Background: an optimization exercise with open tools, aiming at small area, a short achievable clock period and few clock cycles per item. Do not read the settings as production practice.
At most, simulation tests tie the RTL to the original design; equivalence was not proved.
Power is estimated from default activity; no workload was simulated.

## old
==> flow/design.v (excerpt) <==
module json_stream_tokenizer_top (
  input  logic        clk,
  input  logic        rst,
  input  logic        in_valid,
  output logic        in_ready,
  input  logic        in_cmd,
  input  logic [7:0]  in_char_byte,
  output logic        out_valid,
  input  logic        out_ready,
  output logic [3:0]  out_event_res,
  output logic        out_number_is_real,
  output logic        out_in_key,
  output logic [20:0] out_code_point,
  output logic [1:0]  out_status,
  output logic [23:0] out_line_number,
  output logic [23:0] out_column_number,
  output logic        out_last_of_run
);
==> flow/config.mk <==
export PLATFORM = sky130hd
export DESIGN_NAME = json_stream_tokenizer_top
export DESIGN_NICKNAME = json_stream_tokenizer_top
export VERILOG_FILES = /design/flow/design.v
export SDC_FILE = /design/flow/constraint.sdc
export NUM_CORES = 4
export LEC_CHECK = 0
export CAP_MARGIN = 20
export CORE_MARGIN = 2
export CORE_UTILIZATION = 40
export SETUP_SLACK_MARGIN = 3.0
export SLEW_MARGIN = 20
==> flow/constraint.sdc <==
create_clock -name core_clock -period 6.0 [get_ports {clk}]
set_input_delay 1.2000 -clock core_clock [delete_from_list [all_inputs] [get_ports {clk}]]
set_output_delay 1.2000 -clock core_clock [all_outputs]
set_load 0.01 [all_outputs]
standard.sh (not shown) runs the stock make flow with config.mk's settings and CLKGATE_MAP_FILE= SYNTH_SCRIPT=/design/flow/synth_recipe.tcl, a recipe that flattens the netlist after the stock synthesis.
==> flow/flow/run.sh <==
#!/bin/bash
# Standard layout, with the port buffers inserted as buf_2 cells instead of the
# delay-buffer cell that buffer_ports picks by default.
set -euo pipefail
export BUFFER_PORTS_ARGS="-buffer_cell sky130_fd_sc_hd__buf_2"
bash standard.sh finish > standard_finish.log 2>&1
Testbench counts of old, summed over its fixed seeds: cycles 48,368, bytes 48,352.
Relative to old, the following input files were edited for new:
--- a/flow/design.v
+++ b/flow/design.v
@@ -80,30 +80,32 @@
   logic              push, pop, push_kind;
   logic [CntW-1:0]   line, line_next;
   logic [CntW-1:0]   col, col_next;
   logic [CpW-1:0]    cp, cp_next;
   logic [3:0]        ev, ev0;
   logic              real_q, real0;
   logic              close_kind, close_kind0;
   logic [1:0]        status_q;
   logic              key_q, cpen_q;
   logic [7:0]        b;
-  logic              ws, dig, hexv;
+  logic              ws, dig, hexl, hexv, ctrl;
   logic [3:0]        hv;
   logic              in_num, num_cont, top_obj, dnz, d1;
   logic [4:0]        vdone;
   localparam logic [CntW-1:0] CntMax = '1;
   assign b       = char_byte;
   assign ws      = b == 8'h20 || b == 8'h09 || b == 8'h0A || b == 8'h0D;
-  assign dig     = b >= "0" && b <= "9";
-  assign hexv    = dig || (b >= "a" && b <= "f") || (b >= "A" && b <= "F");
-  assign hv      = dig ? b[3:0] : b[3:0] + 4'd9;
+  assign dig     = b[7:4] == 4'h3 && (!b[3] || b[2:1] == 2'b00);
+  assign hexl    = b[7:6] == 2'b01 && b[4:3] == 2'b00 && b[2:0] != 3'd0 && b[2:0] != 3'd7;
+  assign ctrl    = b[7:5] == 3'b000;
+  assign hexv    = dig || hexl;
+  assign hv      = dig ? b[3:0] : {1'b1, b[2:0] + 3'd1};
   assign top_obj = stk[0];
   assign dnz     = depth != '0;
   assign d1      = depth == DepthW'(1);
   assign vdone   = dnz ? S_COMMA : S_DONE;
   assign in_num  = state[4:2] == 3'b111;
   assign num_cont = (state != S_ZERO && dig) ||
                     (b == "." && (state == S_NUM || state == S_ZERO)) ||
                     ((b == "e" || b == "E") && state != S_EXPNUM);
   always_comb begin
     state_next       = state;
@@ -185,21 +187,21 @@
           if (b == "l") begin
             ev0        = jst_pkg::EV_NULL;
             state_next = vdone;
           end else state_next = S_ERR;
         end
         S_STR: begin
           if (b == "\"") begin
             ev0        = str_key ? jst_pkg::EV_KEY_END : jst_pkg::EV_STR_END;
             state_next = str_key ? S_COLON : vdone;
           end else if (b == "\\") state_next = S_ESC;
-          else if (b < 8'h20) state_next = S_ERR;
+          else if (ctrl) state_next = S_ERR;
           else ev0 = jst_pkg::EV_STR_CHAR;
         end
         S_ESC: begin
           ev0        = jst_pkg::EV_STR_CHAR;
           state_next = S_STR;
           if (b == "u") begin
             ev0        = jst_pkg::EV_NONE;
             state_next = S_UHEX;
           end else if (!(b == "\"" || b == "\\" || b == "/" || b == "b" || b == "f" ||
                          b == "n" || b == "r" || b == "t")) begin
Relative to old, the placeable core area measured on new has increased by a few percent. The faster design of the two is old; new tops out lower. Against old, the final cell area of new is higher. Looking at die area across both flows, new is the weaker of the two, with old ahead. Sequential share of cell area: new < old. Between new and old, the area growth from synthesis to layout is lower for new. Going from old to new, post-layout total power dropped 3.3%; count of final setup violators barely changed; HPWL after detailed placement climbed 16%; final routed DRC violation total barely changed. Tapcell count was higher in the run labelled new. Between old and new, the flow reports power consumed by combinational cells decreasing by a few percent. Critical path data required time for new: 100 ps down relative to old.
Only the layout flow was run in new; the RTL was not checked for function there.

========
Setup of lane 2:
Starting RTL as in the previous note.
Settings: LEC_CHECK=0, CAP_MARGIN=20, CORE_MARGIN=2, CORE_UTILIZATION=40, SETUP_SLACK_MARGIN=3.3, SLEW_MARGIN=20; clock period 6.0 ns.
Scripts as last shown in full above: flow/flow/run.sh
Testbench counts of lane 2, summed over its fixed seeds: cycles 48,368, bytes 48,352.
Edits applied to the flow inputs when going from lane 2 to lane 5:
-- flow/design.v --
<<< lane 2, line 85
  logic              real_q, real0;
  logic              close_kind, close_kind0;
  logic [1:0]        status_q;
  logic              key_q, cpen_q;
  logic [7:0]        b;
  logic              ws, dig, hexv;
>>> lane 5, line 85
  logic              real_q, real0;
  logic              close_kind, close_kind0;
  logic [7:0]        b;
  logic              ws, dig, hexv;
<<< lane 2, line 339
      real_q      <= real0;
      close_kind  <= close_kind0;
      status_q    <= (state_next[4:2] == 3'b000) ? state_next[1:0] : 2'd0;
      key_q       <= str_key_next && (ev0 == jst_pkg::EV_STR_CHAR || ev0 == jst_pkg::EV_KEY_END);
      cpen_q      <= ev0 == jst_pkg::EV_STR_CHAR || ev0 == jst_pkg::EV_NUM_CHAR;
    end else if (take && pend) begin
      ev     <= close_kind ? jst_pkg::EV_OBJ_CLOSE : jst_pkg::EV_ARR_CLOSE;
>>> lane 5, line 337
      real_q      <= real0;
      close_kind  <= close_kind0;
    end else if (take && pend) begin
      ev     <= close_kind ? jst_pkg::EV_OBJ_CLOSE : jst_pkg::EV_ARR_CLOSE;
<<< lane 2, line 358
  assign out_event_res      = ev;
  assign out_number_is_real = real_q;
  assign out_in_key         = key_q;
  assign out_code_point     = cp & {CpW{cpen_q}};
  assign out_status         = status_q;
  assign out_line_number    = line;
  assign out_column_number  = col;
>>> lane 5, line 353
  assign out_event_res      = ev;
  assign out_number_is_real = real_q;
  assign out_in_key         = str_key && (ev == jst_pkg::EV_STR_CHAR || ev == jst_pkg::EV_KEY_END);
  assign out_code_point     = (ev == jst_pkg::EV_STR_CHAR || ev == jst_pkg::EV_NUM_CHAR) ? cp : '0;
  assign out_status         = (state[4:2] == 3'b000) ? state[1:0] : 2'd0;
  assign out_line_number    = line;
  assign out_column_number  = col;
<<< lane 2, line 379
  output logic       pend         
);
  logic a_v, take, in_acc;
  assign take     = out_valid && out_ready;
  assign go       = a_v && (!out_valid || (out_ready && !pend));
  assign in_ready = !a_v || go;
  assign in_acc   = in_valid && in_ready;
  always_ff @(posedge clk) begin
    if (rst) a_v <= 1'b0;
    else if (in_ready) a_v <= in_valid;
  end
  always_ff @(posedge clk) begin
>>> lane 5, line 374
  output logic       pend         
);
  logic a_v, a_v_next, out_valid_next, take, in_acc;
  logic free_q;   
  assign take     = out_valid && out_ready;
  assign go       = a_v && (!out_valid || (out_ready && !pend));
  assign in_ready = free_q || (out_ready && !pend);
  assign in_acc   = in_valid && in_ready;
  always_comb begin
    a_v_next       = in_ready ? in_valid : a_v;
    out_valid_next = go ? 1'b1 : (take && !pend) ? 1'b0 : out_valid;
    if (rst) begin
      a_v_next       = 1'b0;
      out_valid_next = 1'b0;
    end
  end
  always_ff @(posedge clk) begin
    a_v       <= a_v_next;
    out_valid <= out_valid_next;
    free_q    <= !a_v_next || !out_valid_next;
  end
  always_ff @(posedge clk) begin
<<< lane 2, line 393
      char_byte <= in_char_byte;
    end
  end
  always_ff @(posedge clk) begin
    if (rst) out_valid <= 1'b0;
    else if (go) out_valid <= 1'b1;
    else if (take && !pend) out_valid <= 1'b0;
  end
  always_ff @(posedge clk) begin
>>> lane 5, line 398
      char_byte <= in_char_byte;
    end
  end
  always_ff @(posedge clk) begin
==> summary.txt <==
Critical path depth: lane 5 < lane 2. Lane 5: fmax is about 6% higher than what lane 2 reported. Measured against lane 5, the non-clock buffer count of lane 2 comes out at 1.07 times the reference value. Compared with lane 2, lane 5 shows a synthesis-to-finish area growth that is 0.69 points lower. Taking lane 2 as the reference point, the synthesized cell count of lane 5 rises by 51. Against lane 2, average size of a mapped cell in lane 5 fell by a few percent. Comparing lane 2 against lane 5, there is no change at all in initial antenna violation count. Lane 2 -> lane 5: cell-internal power decreased by a little under 10%. Setup slack: lane 5 more than lane 2. Looking at overall fraction of global-route tracks in use, lane 5 sits above lane 2. Compared with lane 2, in lane 5 compound-cell area share of the yosys netlist climbed 0.97 points, sequential cell count dropped 3, final cycle utilization of the critical path dropped 2.8 points, total number of vias climbed 0.77%.
Testbench counts of lane 5, summed over its fixed seeds: cycles 48,368, bytes 48,352.

==> afterwards: timing with drivers on the ports <==
Ports are ideal in the flow. The routed layouts listed here were re-timed in OpenROAD. Step 1 assumes that a clkbuf_16 drives the clock port and a buf_2 every other input. Step 2 times the ports against the registers' clock, not the clock port: input delays grow and output delays shrink by t, the midpoint of the rising clock arrivals with the driver on. Three values: no drivers, after step 1, after step 2; two values: the first two.
| run | shift t [ns] | setup slack, ns | latest minus earliest clock arrival (ns) | pins driven straight from the clock port |
|---|---|---|---|---|
| old | 0.474 | 3.006 / 3.006 / 2.694 | 0.014 / 0.014 | 1 |
| new | 0.476 | 2.988 / 2.988 / 2.678 | 0.023 / 0.023 | 1 |
| lane 2 | 0.484 | 3.007 / 3.007 / 2.647 | 0.028 / 0.027 | 1 |
| lane 5 | 0.477 | 3.177 / 3.130 / 2.955 | 0.017 / 0.017 | 1 |
After both steps every run listed still meets setup and hold. For lane 2, which loses most, drivers alone change the setup slack by 0.000 ns; drivers and shift together by -0.360 ns.
